Background: an optimization exercise with open tools, aiming at a short achievable clock period and few clock cycles. Do not read the settings as production practice. Only the layout flow was run in this run; the RTL was not checked for function there. Power is estimated from default activity; no workload was simulated.

File: design/flow/run.sh
#!/bin/bash
# synth_recipe.tcl (not shown) runs the flow's synth.tcl, then flattens the netlist and writes it again
# the make line also repeats each setting of config.mk as NAME=value (left out here)
make -C /OpenROAD-flow-scripts/flow DESIGN_CONFIG=/design/flow/config.mk WORK_HOME=/design/flow/orfs CLKGATE_MAP_FILE= SYNTH_SCRIPT=/design/flow/synth_recipe.tcl finish
File: design/flow/config.mk
export PLATFORM = sky130hd
export DESIGN_NAME = color_key_sprite_run_encoder
export DESIGN_NICKNAME = color_key_sprite_run_encoder
export VERILOG_FILES = /design/flow/design.v
export SDC_FILE = /design/flow/constraint.sdc
export NUM_CORES = 4
export LEC_CHECK = 0
export ABC_CLOCK_PERIOD_IN_PS = 1500
export CAP_MARGIN = 20
export CORE_MARGIN = 2
export CORE_UTILIZATION = 40
export SETUP_SLACK_MARGIN = 3.0
export SLEW_MARGIN = 20
export TNS_END_PERCENT = 100
File: design/flow/constraint.sdc
create_clock -name core_clock -period 5.0 [get_ports {clk}]
set_input_delay 1.0000 -clock core_clock [delete_from_list [all_inputs] [get_ports {clk}]]
set_output_delay 1.0000 -clock core_clock [all_outputs]
set_load 0.01 [all_outputs]
File: design/flow/design.v
package cksre_pkg;
  localparam int DEF_MAX_WIDTH  = 32;
  localparam int DEF_MAX_HEIGHT = 1024;
  localparam int PIX_W      = 16;
  localparam int KEY_W      = 16;
  localparam int CFG_WID_W  = 6;
  localparam int CFG_HGT_W  = 11;
  localparam int CFG_IDX_W  = 2;
  localparam int CFG_DATA_W = 16;
  localparam int KIND_W     = 3;
  localparam int VALUE_W    = 16;
  localparam int ROW_OUT_W  = 10;
  localparam int CMP_W      = 16;
  localparam logic [CFG_IDX_W-1:0] REG_KEY    = 2'd0;
  localparam logic [CFG_IDX_W-1:0] REG_WIDTH  = 2'd1;
  localparam logic [CFG_IDX_W-1:0] REG_HEIGHT = 2'd2;
  localparam logic [KEY_W-1:0]     KEY_RESET    = 16'd0;
  localparam logic [CFG_WID_W-1:0] WIDTH_RESET  = 6'd32;
  localparam logic [CFG_HGT_W-1:0] HEIGHT_RESET = 11'd1024;
  localparam logic [KIND_W-1:0] KIND_LEN   = 3'd0;
  localparam logic [KIND_W-1:0] KIND_COL   = 3'd1;
  localparam logic [KIND_W-1:0] KIND_PIX   = 3'd2;
  localparam logic [KIND_W-1:0] KIND_ROW   = 3'd3;
  localparam logic [KIND_W-1:0] KIND_TOTAL = 3'd4;
  localparam logic [VALUE_W-1:0] INDEX_MAX = 16'hFFFF;
  typedef struct packed {
    logic              accept;
    logic              emit;
    logic [KIND_W-1:0] kind;
    logic              last;
    logic              sprite_end;
  } cmd_t;
  typedef struct packed {
    logic opaque;
    logic row_end;
    logic sprite_end;
    logic run_nonzero;
    logic last_pix;
    logic out_free;
  } sts_t;
endpackage
module cksre_ram #(
  parameter int WIDTH = 16,
  parameter int DEPTH = 32,
  parameter int ADDR_W = (DEPTH > 1) ? $clog2(DEPTH) : 1
) (
  input  logic              clk,
  input  logic              wr_en,
  input  logic [DEPTH-1:0]  wr_sel,
  input  logic [WIDTH-1:0]  wr_data,
  input  logic [ADDR_W-1:0] rd_addr0,
  output logic [WIDTH-1:0]  rd_data0,
  input  logic [ADDR_W-1:0] rd_addr1,
  output logic [WIDTH-1:0]  rd_data1
);
  logic [WIDTH-1:0] mem [DEPTH];
  always_ff @(posedge clk) begin
    for (int i = 0; i < DEPTH; i++) begin
      if (wr_en && wr_sel[i]) mem[i] <= wr_data;
    end
  end
  assign rd_data0 = mem[rd_addr0];
  assign rd_data1 = mem[rd_addr1];
endmodule
module cksre_ctrl
#(
  parameter int PX_DEPTH = 40,
  parameter int EV_DEPTH = 16,
  parameter int MARGIN   = 7
) (
  input  logic        clk,
  input  logic        rst,
  input  logic        rstq,
  input  logic        px_v,
  input  logic [15:0] px_d,
  input  logic        ev_v,
  input  logic        ev_run,
  input  logic [5:0]  ev_len,
  input  logic [4:0]  ev_col,
  input  logic        ev_row,
  input  logic        ev_tot,
  output logic        in_ready,
  output logic        out_valid,
  input  logic        out_ready,
  output logic [2:0]  word_kind,
  output logic [15:0] word_value,
  output logic        row_empty,
  output logic [9:0]  row_number,
  output logic        last_of_burst
);
  localparam int PA = $clog2(PX_DEPTH);
  localparam int EA = $clog2(EV_DEPTH);
  localparam int EVW = 1 + 6 + 5 + 1 + 1;
  logic [PX_DEPTH-1:0] pwp;
  logic [PA-1:0]       prp, prp1;
  logic                pop_px_d;
  logic [PA:0]         pcnt;
  logic [15:0]   prd0, prd1, p_head;
  logic          pop_px;
  cksre_ram #(.WIDTH(16), .DEPTH(PX_DEPTH)) u_pf (
    .clk(clk), .wr_en(px_v), .wr_sel(pwp), .wr_data(px_d),
    .rd_addr0(prp), .rd_data0(prd0), .rd_addr1(prp1), .rd_data1(prd1)
  );
  logic [EV_DEPTH-1:0] ewp;
  logic [EA-1:0]       erp, erp1;
  logic [EA:0]         ecnt;
  logic                ev_v_d, ev_avail;
  logic [EVW-1:0] ewd, erd0, erd1, e_head;
  logic           pop_ev;
  logic           e_run, e_row, e_tot;
  logic [5:0]     e_len;
  logic [4:0]     e_col;
  assign ewd = {ev_run, ev_len, ev_col, ev_row, ev_tot};
  assign {e_run, e_len, e_col, e_row, e_tot} = e_head;
  cksre_ram #(.WIDTH(EVW), .DEPTH(EV_DEPTH)) u_ef (
    .clk(clk), .wr_en(ev_v), .wr_sel(ewp), .wr_data(ewd),
    .rd_addr0(erp), .rd_data0(erd0), .rd_addr1(erp1), .rd_data1(erd1)
  );
  logic [EA:0] ecnt_up, ecnt_dn;
  assign ecnt_up = ecnt + 1'b1;
  assign ecnt_dn = ecnt - 1'b1;
  always_ff @(posedge clk) begin
    if (rstq) begin
      pwp <= PX_DEPTH'(1); prp <= PA'(0); prp1 <= PA'(1); pcnt <= '0; pop_px_d <= 1'b0;
      ewp <= EV_DEPTH'(1); erp <= EA'(0); erp1 <= EA'(1); ecnt <= '0; ev_v_d <= 1'b0; ev_avail <= 1'b0;
      in_ready <= 1'b0;
    end else begin
      if (px_v) pwp <= {pwp[PX_DEPTH-2:0], pwp[PX_DEPTH-1]};
      if (pop_px) begin
        prp  <= prp1;
        prp1 <= (prp1 == PA'(PX_DEPTH - 1)) ? '0 : prp1 + 1'b1;
      end
      pop_px_d <= pop_px;
      pcnt <= pcnt + {{PA{1'b0}}, px_v} - {{PA{1'b0}}, pop_px_d};
      if (ev_v) ewp <= {ewp[EV_DEPTH-2:0], ewp[EV_DEPTH-1]};
      if (pop_ev) begin
        erp  <= erp1;
        erp1 <= (erp1 == EA'(EV_DEPTH - 1)) ? '0 : erp1 + 1'b1;
      end
      ev_v_d <= ev_v;
      if (ev_v_d && !pop_ev) begin
        ecnt     <= ecnt_up;
        ev_avail <= 1'b1;
      end
      if (!ev_v_d && pop_ev) begin
        ecnt     <= ecnt_dn;
        ev_avail <= (ecnt != (EA+1)'(1));
      end
      in_ready <= (pcnt <= (PA+1)'(PX_DEPTH - MARGIN)) && (ecnt <= (EA+1)'(EV_DEPTH - MARGIN));
    end
    p_head <= pop_px ? prd1 : prd0;
    e_head <= pop_ev ? erd1 : erd0;
  end
  logic        g_busy;
  logic        ph_len, ph_col, ph_pix, ph_row, ph_tot;
  logic [5:0]  cnt;
  logic        cnt1;
  logic        c_row, c_tot;
  logic [5:0]  c_len;
  logic [4:0]  c_col;
  logic [15:0] g_idx;
  logic [9:0]  g_rownum;
  logic [15:0] g_first;
  logic        g_has;
  logic        g_fire, g_last, load;
  logic [2:0]  g_kind;
  logic [15:0] g_value;
  logic [30:0] g_word;
  logic        sk_v;
  logic [30:0] sk_word;
  logic        o_free;
  assign g_last = (ph_pix && cnt1 && !c_row) || (ph_row && !c_tot) || ph_tot;
  assign g_fire = g_busy && !sk_v;
  assign load   = ev_avail && (!g_busy || (g_fire && g_last));
  assign pop_ev = load;
  assign pop_px = g_fire && ph_pix;
  always_comb begin
    g_kind  = cksre_pkg::KIND_LEN;
    g_value = 16'({10'd0, c_len});
    if (ph_col) begin
      g_kind  = cksre_pkg::KIND_COL;
      g_value = 16'({11'd0, c_col});
    end
    if (ph_pix) begin
      g_kind  = cksre_pkg::KIND_PIX;
      g_value = p_head;
    end
    if (ph_row) begin
      g_kind  = cksre_pkg::KIND_ROW;
      g_value = g_first;
    end
    if (ph_tot) begin
      g_kind  = cksre_pkg::KIND_TOTAL;
      g_value = g_idx;
    end
  end
  assign g_word = {g_kind, g_value, ph_row && !g_has, ph_row ? g_rownum : 10'd0, g_last};
  always_ff @(posedge clk) begin
    if (rstq) begin
      g_busy <= 1'b0;
      ph_len <= 1'b0; ph_col <= 1'b0; ph_pix <= 1'b0; ph_row <= 1'b0; ph_tot <= 1'b0;
    end else if (load) begin
      g_busy <= 1'b1;
      ph_len <= e_run;
      ph_col <= 1'b0;
      ph_pix <= 1'b0;
      ph_row <= !e_run;
      ph_tot <= 1'b0;
    end else if (g_fire) begin
      if (g_last) g_busy <= 1'b0;
      ph_len <= 1'b0;
      ph_col <= ph_len;
      ph_pix <= ph_col || (ph_pix && !cnt1);
      ph_row <= ph_pix && cnt1 && c_row;
      ph_tot <= ph_row && c_tot;
    end
  end
  always_ff @(posedge clk) begin
    if (load) begin
      c_len <= e_len;
      c_col <= e_col;
      c_row <= e_row;
      c_tot <= e_tot;
      cnt   <= e_len;
      cnt1  <= (e_len == 6'd1);
    end else if (g_fire && ph_pix) begin
      cnt  <= cnt - 6'd1;
      cnt1 <= (cnt == 6'd2);
    end
  end
  always_ff @(posedge clk) begin
    if (rstq) begin
      g_idx    <= '0;
      g_rownum <= '0;
      g_first  <= '0;
      g_has    <= 1'b0;
    end else if (g_fire) begin
      if (ph_tot) begin
        g_idx <= '0;
      end else if ((ph_len || ph_col || ph_pix) && g_idx != cksre_pkg::INDEX_MAX) begin
        g_idx <= g_idx + 16'd1;
      end
      if (ph_len && !g_has) begin
        g_first <= g_idx;
        g_has   <= 1'b1;
      end
      if (ph_row) begin
        g_first  <= '0;
        g_has    <= 1'b0;
        g_rownum <= g_rownum + 10'd1;
      end
      if (ph_tot) begin
        g_rownum <= '0;
      end
    end
  end
  logic [30:0] o_next, o_hold;
  logic        o_load;
  assign o_free = !out_valid || out_ready;
  assign o_next = sk_v ? sk_word : g_word;
  assign o_load = o_free && (sk_v || g_fire);
  always_ff @(posedge clk) begin
    if (rst || rstq) begin
      out_valid <= 1'b0;
    end else if (o_free) begin
      out_valid <= sk_v || g_fire;
    end
    if (rstq) begin
      sk_v <= 1'b0;
    end else if (o_free) begin
      sk_v <= 1'b0;
    end else if (g_fire) begin
      sk_v <= 1'b1;
    end
    if (g_fire && !o_free) begin
      sk_word <= g_word;
    end
    if (o_load) begin
      o_hold <= o_next;
    end
    {word_kind, word_value, row_empty, row_number, last_of_burst} <= o_free ? o_next : o_hold;
  end
endmodule
module cksre_dp
#(
  parameter int MAX_WIDTH  = cksre_pkg::DEF_MAX_WIDTH,
  parameter int MAX_HEIGHT = cksre_pkg::DEF_MAX_HEIGHT
) (
  input  logic        clk,
  input  logic        rst,
  input  logic        rstq,
  input  logic        cfg_valid,
  input  logic [1:0]  cfg_index,
  input  logic [15:0] cfg_data,
  input  logic        in_valid,
  input  logic        in_ready,
  input  logic [15:0] pixel,
  output logic        px_v,
  output logic [15:0] px_d,
  output logic        ev_v,
  output logic        ev_run,
  output logic [5:0]  ev_len,
  output logic [4:0]  ev_col,
  output logic        ev_row,
  output logic        ev_tot
);
  logic        s0_pv, s0_cv;
  logic [15:0] s0_pix, s0_cdata;
  logic [1:0]  s0_cidx;
  always_ff @(posedge clk) begin
    s0_pv    <= !rst && in_valid && in_ready;
    s0_cv    <= !rst && cfg_valid;
    s0_pix   <= pixel;
    s0_cdata <= cfg_data;
    s0_cidx  <= cfg_index;
  end
  logic [15:0] key;
  logic        s1_pv, s1_opq, s1_cw, s1_ch;
  logic [15:0] s1_pix;
  logic [4:0]  s1_wl, s1_wlm1;
  logic [9:0]  s1_hl, s1_hlm1;
  logic [5:0]  cw;
  logic [10:0] ch;
  assign cw = s0_cdata[5:0];
  assign ch = s0_cdata[10:0];
  always_ff @(posedge clk) begin
    if (rstq) begin
      key   <= cksre_pkg::KEY_RESET;
      s1_pv <= 1'b0;
      s1_cw <= 1'b0;
      s1_ch <= 1'b0;
    end else begin
      if (s0_cv && s0_cidx == cksre_pkg::REG_KEY) key <= s0_cdata;
      s1_pv <= s0_pv;
      s1_cw <= s0_cv && s0_cidx == cksre_pkg::REG_WIDTH;
      s1_ch <= s0_cv && s0_cidx == cksre_pkg::REG_HEIGHT;
    end
    s1_opq <= (s0_pix != key);
    s1_pix <= s0_pix;
    if (cw == 6'd0)        begin s1_wl <= 5'd0;  s1_wlm1 <= 5'd0;  end
    else if (cw >= 6'd32)  begin s1_wl <= 5'd31; s1_wlm1 <= 5'd30; end
    else                   begin s1_wl <= 5'(cw - 6'd1); s1_wlm1 <= 5'(cw - 6'd2); end
    if (ch == 11'd0)         begin s1_hl <= 10'd0;    s1_hlm1 <= 10'd0;    end
    else if (ch >= 11'd1024) begin s1_hl <= 10'd1023; s1_hlm1 <= 10'd1022; end
    else                     begin s1_hl <= 10'(ch - 11'd1); s1_hlm1 <= 10'(ch - 11'd2); end
  end
  logic [4:0]  wl, wlm1;
  logic [9:0]  hl, hlm1;
  logic [4:0]  col;
  logic [9:0]  row;
  logic        at_re, at_lr;
  logic        run_open;
  logic [5:0]  run_len;
  logic [4:0]  run_col;
  logic        re, se, opq, start, flush;
  logic [5:0]  col_p1;
  logic [10:0] row_p1;
  assign re     = at_re;
  assign se     = at_lr;
  assign opq    = s1_opq;
  assign start  = opq && !run_open;
  assign flush  = opq ? re : run_open;
  assign col_p1 = {1'b0, col} + 6'd1;
  assign row_p1 = {1'b0, row} + 11'd1;
  always_ff @(posedge clk) begin
    if (rstq) begin
      wl        <= 5'd31;
      wlm1      <= 5'd30;
      hl        <= 10'd1023;
      hlm1      <= 10'd1022;
      col       <= '0;
      row       <= '0;
      at_re     <= 1'b0;
      at_lr     <= 1'b0;
      run_open  <= 1'b0;
      run_len   <= '0;
      run_col   <= '0;
      px_v      <= 1'b0;
      ev_v      <= 1'b0;
    end else begin
      px_v <= s1_pv && opq;
      ev_v <= s1_pv && (flush || re);
      if (s1_cw) begin
        wl    <= s1_wl;
        wlm1  <= s1_wlm1;
        at_re <= (col >= s1_wl);
      end
      if (s1_ch) begin
        hl    <= s1_hl;
        hlm1  <= s1_hlm1;
        at_lr <= (row >= s1_hl);
      end
      if (s1_pv) begin
        if (re) begin
          col      <= '0;
          at_re    <= (wl == 5'd0);
          run_open <= 1'b0;
          run_len  <= '0;
          if (se) begin
            row   <= '0;
            at_lr <= (hl == 10'd0);
          end else begin
            row   <= row_p1[9:0];
            at_lr <= (row >= hlm1);
          end
        end else begin
          col      <= col_p1[4:0];
          at_re    <= (col >= wlm1);
          run_open <= opq;
          run_len  <= opq ? run_len + 6'd1 : 6'd0;
        end
        if (start) run_col <= col;
      end
    end
    px_d      <= s1_pix;
    ev_run    <= flush;
    ev_len    <= run_len + {5'd0, opq};
    ev_col    <= start ? col : run_col;
    ev_row    <= re;
    ev_tot    <= re && se;
  end
endmodule
module color_key_sprite_run_encoder
#(
  parameter int MAX_WIDTH  = cksre_pkg::DEF_MAX_WIDTH,
  parameter int MAX_HEIGHT = cksre_pkg::DEF_MAX_HEIGHT
) (
  input  logic                  clk,
  input  logic                  rst,
  input  logic                  cfg_valid,
  output logic                  cfg_ready,
  input  logic [cksre_pkg::CFG_IDX_W-1:0]  cfg_index,
  input  logic [cksre_pkg::CFG_DATA_W-1:0] cfg_data,
  input  logic                  in_valid,
  output logic                  in_ready,
  input  logic [cksre_pkg::PIX_W-1:0]      pixel,
  output logic                  out_valid,
  input  logic                  out_ready,
  output logic [cksre_pkg::KIND_W-1:0]     word_kind,
  output logic [cksre_pkg::VALUE_W-1:0]    word_value,
  output logic                  row_empty,
  output logic [cksre_pkg::ROW_OUT_W-1:0]  row_number,
  output logic                  last_of_burst
);
  logic        rstq;
  logic        px_v;
  logic [15:0] px_d;
  logic        ev_v, ev_run, ev_row, ev_tot;
  logic [5:0]  ev_len;
  logic [4:0]  ev_col;
  assign cfg_ready = 1'b1;
  always_ff @(posedge clk) begin
    rstq <= rst;
  end
  cksre_dp #(
    .MAX_WIDTH  (MAX_WIDTH),
    .MAX_HEIGHT (MAX_HEIGHT)
  ) u_dp (
    .clk       (clk),
    .rst       (rst),
    .rstq      (rstq),
    .cfg_valid (cfg_valid),
    .cfg_index (cfg_index),
    .cfg_data  (cfg_data),
    .in_valid  (in_valid),
    .in_ready  (in_ready),
    .pixel     (pixel),
    .px_v      (px_v),
    .px_d      (px_d),
    .ev_v      (ev_v),
    .ev_run    (ev_run),
    .ev_len    (ev_len),
    .ev_col    (ev_col),
    .ev_row    (ev_row),
    .ev_tot    (ev_tot)
  );
  cksre_ctrl u_ctrl (
    .clk           (clk),
    .rst           (rst),
    .rstq          (rstq),
    .px_v          (px_v),
    .px_d          (px_d),
    .ev_v          (ev_v),
    .ev_run        (ev_run),
    .ev_len        (ev_len),
    .ev_col        (ev_col),
    .ev_row        (ev_row),
    .ev_tot        (ev_tot),
    .in_ready      (in_ready),
    .out_valid     (out_valid),
    .out_ready     (out_ready),
    .word_kind     (word_kind),
    .word_value    (word_value),
    .row_empty     (row_empty),
    .row_number    (row_number),
    .last_of_burst (last_of_burst)
  );
endmodule
==> results.txt <==
* WS Path Type: reg2reg
* Final core utilization at 50.5%
* Die X-Extent at 374 um
* DR pass1 iterations at 10
* WL/cell at 37.0 um
* Drt drc at 0
* Highest Signal Layer: met5
* Status: finished clean
* Slowest CP cell: nor2_2
* Post-DR vias/cell at 6.81
* CTS buffer count at 145
* Ys flop type: edfxtp_1
* Clock Pin Slew Worst Setup and Hold Paths at 0.06 ns
* Met2 wire length at 99400 um
* CTS root buf: clkbuf_16
* Crit-path max FO at 8
* Top Ports at 73
* Die area at 0.140 mm^2
* Clock Skew at 0.0473 ns
* Sw Share at 21.7%
* Worst r2r src: u_ctrl.prp[5]
* Gpl congestion at 1.00
* Syn Area/Cell at 13.0 um^2
* P_sw at 0.00525 W
* Dominant cells by area after synthesis: edfxtp_1 52%, dfxtp_1 15%, a22oi_1 7.5%
* Share of the synthesized area in the top cell type at 51.8%
* DR iter-0 viols at 8908
* Via Count at 44.4k
* Syn-to-layout area delta at 25.1%
* CTS H-tree depth at 4
* Initial core utilization at 40.4%
* Leading area contributor after synthesis: edfxtp_1
* Required @ worst endpoint at 5.71 ns
* First-pass GRT wire length at 326000 um
* Area of the core at 0.136 mm^2
* Min Tclk post-route at 2.57 ns
* Worst stage delay on the critical path at 0.54 ns
* CTS tree: built
* Type of origin of the critical path: register
* Syn Nets at 4340
* Overall Global Routing Usage at 33.3%
* Met3 wire len at 36200 um
* Final nets at 4718
* Multi-input gate area at 0.0192 mm^2
* Slew headroom at 20.7%
* Most common cell in the netlist: edfxtp_1
* FF+latch count, synth at 1344
* Critical path data arrival time at 3.28 ns
* Yosys warning total at 7
* Worst setup EP type: register
* Number of max-cap violations at 0
* Tightest Hold Check Type: reg2reg
* Clk buf depth at 3
* Hold Crit Depth at 0
* Final wirelength at 241000 um
* RSZ-0062 raised after global routing: yes
* Routed Antenna Nets at 0
* Final setup fails at 0
* Largest net degree at the start of global routing at 59
* Gate power share at 3.1%
* Vias in the first global route at 41.5k
* Final Non-Filler Cells at 6521
* Site Rows at 135
* R2R setup slack at 2.43 ns
* Max Clk Rate at 0.389 GHz
* Design Area, Final at 0.0686 mm^2
* Final slew viol count at 0
* Post-detail-place hpwl at 137000 um
* CTS Hold Bufs at 0
* Placed Cells incl. Taps at 5958
* Pleak at 24.3 nW
* Post-synth EDFFs at 946
* Pwr per Cell Area at 353 mW/mm^2
* Number of antenna violations at the first check in global routing at 13
* Register Area at 0.0365 mm^2
* I/O Buffers at 71
* Skew-Pair Late Insertion Delay at 0.82 ns
* Cell variety after synth at 76
* Tcrit/Tclk final at 51.5%
* Post-synthesis instance area at 0.0548 mm^2
* GRT overflow at 0
* FF-to-FF path depth at 9
* Asr flop ratio synth at 0%
* Fraction of layout cells with a size suffix above 1 at 25.2%
* Max VDD drop at 309 uV
* Post-Synthesis Cells at 4231
* Sequential fraction of the synthesis area at 66.4%
* Pin slew with the least headroom to its limit at 1.19 ns
* Reg2reg end: u_ctrl.p_head[1]
* Clock Power Share at 46.6%
* Area after DPL at 0.0585 mm^2
* Metal1 wirelength at 87100 um
* Setup_tns at 0 ns
* Final Hold Viols at 0
* # clock sinks at 1344
* Worst Hold End: u_dp.px_d[6]
* Height of the die at 374 um
* Post-synth top cells: 946 x edfxtp_1, 550 x a22oi_1, 398 x dfxtp_1
* Internal cell power at 0.0190 W
* Filler Cell Count at 11.6k
* Seq pwr share at 50.3%
* Hold path start: u_dp.s1_pix[6]
* Critical-path cell list: buf_6, nor2_2, and2_4, buf_4, a22oi_1, nand2_1, nor4_1, and3_1, a221oi_2
[flip-flops by register name, indices dropped and copies added (netlist names), 14 cells and up]
signal	cells
u_dp.s0_pix	16
u_ctrl.pwp	40
u_ctrl.g_idx	16
u_ctrl.p_head	16
u_ctrl.u_ef.mem	224
u_ctrl.e_head	14
u_ctrl.sk_word	31
u_ctrl.o_hold	31
u_ctrl.ewp	16
u_dp.s0_cdata	16
u_ctrl.u_pf.mem	640
u_dp.key	16
u_dp.px_d	16
u_ctrl.word_value	16
u_dp.s1_pix	16
u_ctrl.g_first	16
[worst max-delay path: cells and delay by family (launching register included)]
family	cells	cell delay, ns
AO/OA/AOI/OAI	2	0.32
buffers and inverters	2	0.46
flip-flops	1	0.38
AND/OR/NAND/NOR	5	1.29
[logic make-up after synthesis]
logic type / after synthesis / synth area share [%]
compound gates: 1119 / 15.3
xor+xnor: 82 / 1.31
fa+ha+maj: 70 / 1.61
buf+inv: 383 / 2.82
flops: 1344 / 66.4
mux: 93 / 1.83
other cells: 1 / 0.00684
simple gates: 1139 / 10.8
[stage by stage]
stage          hold WS, ns  worst slack, ns  power [W]
2_1_floorplan        0.310             2.69     0.0127
3_3_place_gp         0.313             1.62     0.0130
3_5_place_dp         0.312             1.56     0.0130
4_1_cts              0.324             2.53     0.0242
5_1_grt              0.330             2.43     0.0248
6_report             0.324             2.43     0.0242
[power groups by stage]
stage,combinational [W],clock [W],sequential (W)
floorplan,0.000331,0,0.0124
global placement,0.000572,0,0.0124
detailed placement,0.000578,0,0.0124
CTS,0.000673,0.0114,0.0122
global route,0.000808,0.0118,0.0122
finish,0.000752,0.0113,0.0122
[cell type report]
cell class / instances / area share (%)
timing repair inverter: 2 / 0.0310
inverter: 92 / 0.584
clock buffer: 192 / 5.92
multi-input combinational: 2510 / 28.0
tap: 1781 / 3.25
timing repair buffer: 514 / 7.58
clock inverter: 77 / 1.38
antenna: 9 / 0.0328
sequential: 1344 / 53.2
[how the worst max path moves through the flow]
stage	startpoint	to	cells after the start
finish	u_ctrl.prp[5]	u_ctrl.p_head[1]	9
global route	u_ctrl.prp[4]	u_ctrl.p_head[13]	9
CTS	u_ctrl.prp1[1]	u_ctrl.p_head[11]	12
detailed placement	u_ctrl.prp1[5]	u_ctrl.p_head[5]	9
global placement	u_ctrl.prp1[3]	u_ctrl.p_head[4]	9
floorplan	out_ready	u_ctrl.sk_word[0]	4
[cell usage in the layout, fill, tap and decap left out, types with 49 or more instances in the layout]
cell type,n
a22oi_1,526
and2_1,49
o21ai_0,57
a22o_1,100
buf_12,62
a221oi_1,70
buf_4,305
edfxtp_1,946
xor2_1,64
nand2_1,249
nand4_1,96
inv_1,76
ha_1,57
and2_4,65
a21oi_1,141
clkbuf_16,152
and3_1,89
nor2_1,204
mux2_2,56
buf_6,74
dfxtp_1,345
nand3_1,115
[metal layers]
metal / track usage [%] / vias up
li1: - / 17400
met1: 42.1 / 21700
met2: 47.8 / 4094
met3: 13.3 / 1197
met4: 20.2 / 12
met5: 0.343 / -
[timing repair]
action                                  CTS  global route
cloned                                   11             4
buffers inserted                        211            59
gates resized for setup                 540           171
hold endpoints to repair                  0             0
endpoints found under the setup margin  589           199
pin swaps                                88            86

==> re-timing with driven ports <==
The flow's constraints put no driver on any port. The routed layout listed below was extracted and timed again, unchanged, in two steps. Step 1: set_driving_cell puts a clkbuf_16 on clk and a buf_2 on each other input, an assumption about the parent block. Step 2 moves the port delays by t, midway between the first and last clock arrival at a register: inputs arrive t later, outputs are due t later. That takes back most of the time a late clock gives input paths. Slacks: ideal / step 1 / step 2; pairs: ideal / step 1.
t (ns): 0.871
setup WS [ns]: 2.427 / 2.427 / 2.264
worst setup path after step 2: input to register
pins driven straight from the clock port: 1
After both steps this run still meets setup and hold. For this run, drivers alone change the setup slack by 0.000 ns; drivers and shift together by -0.163 ns.
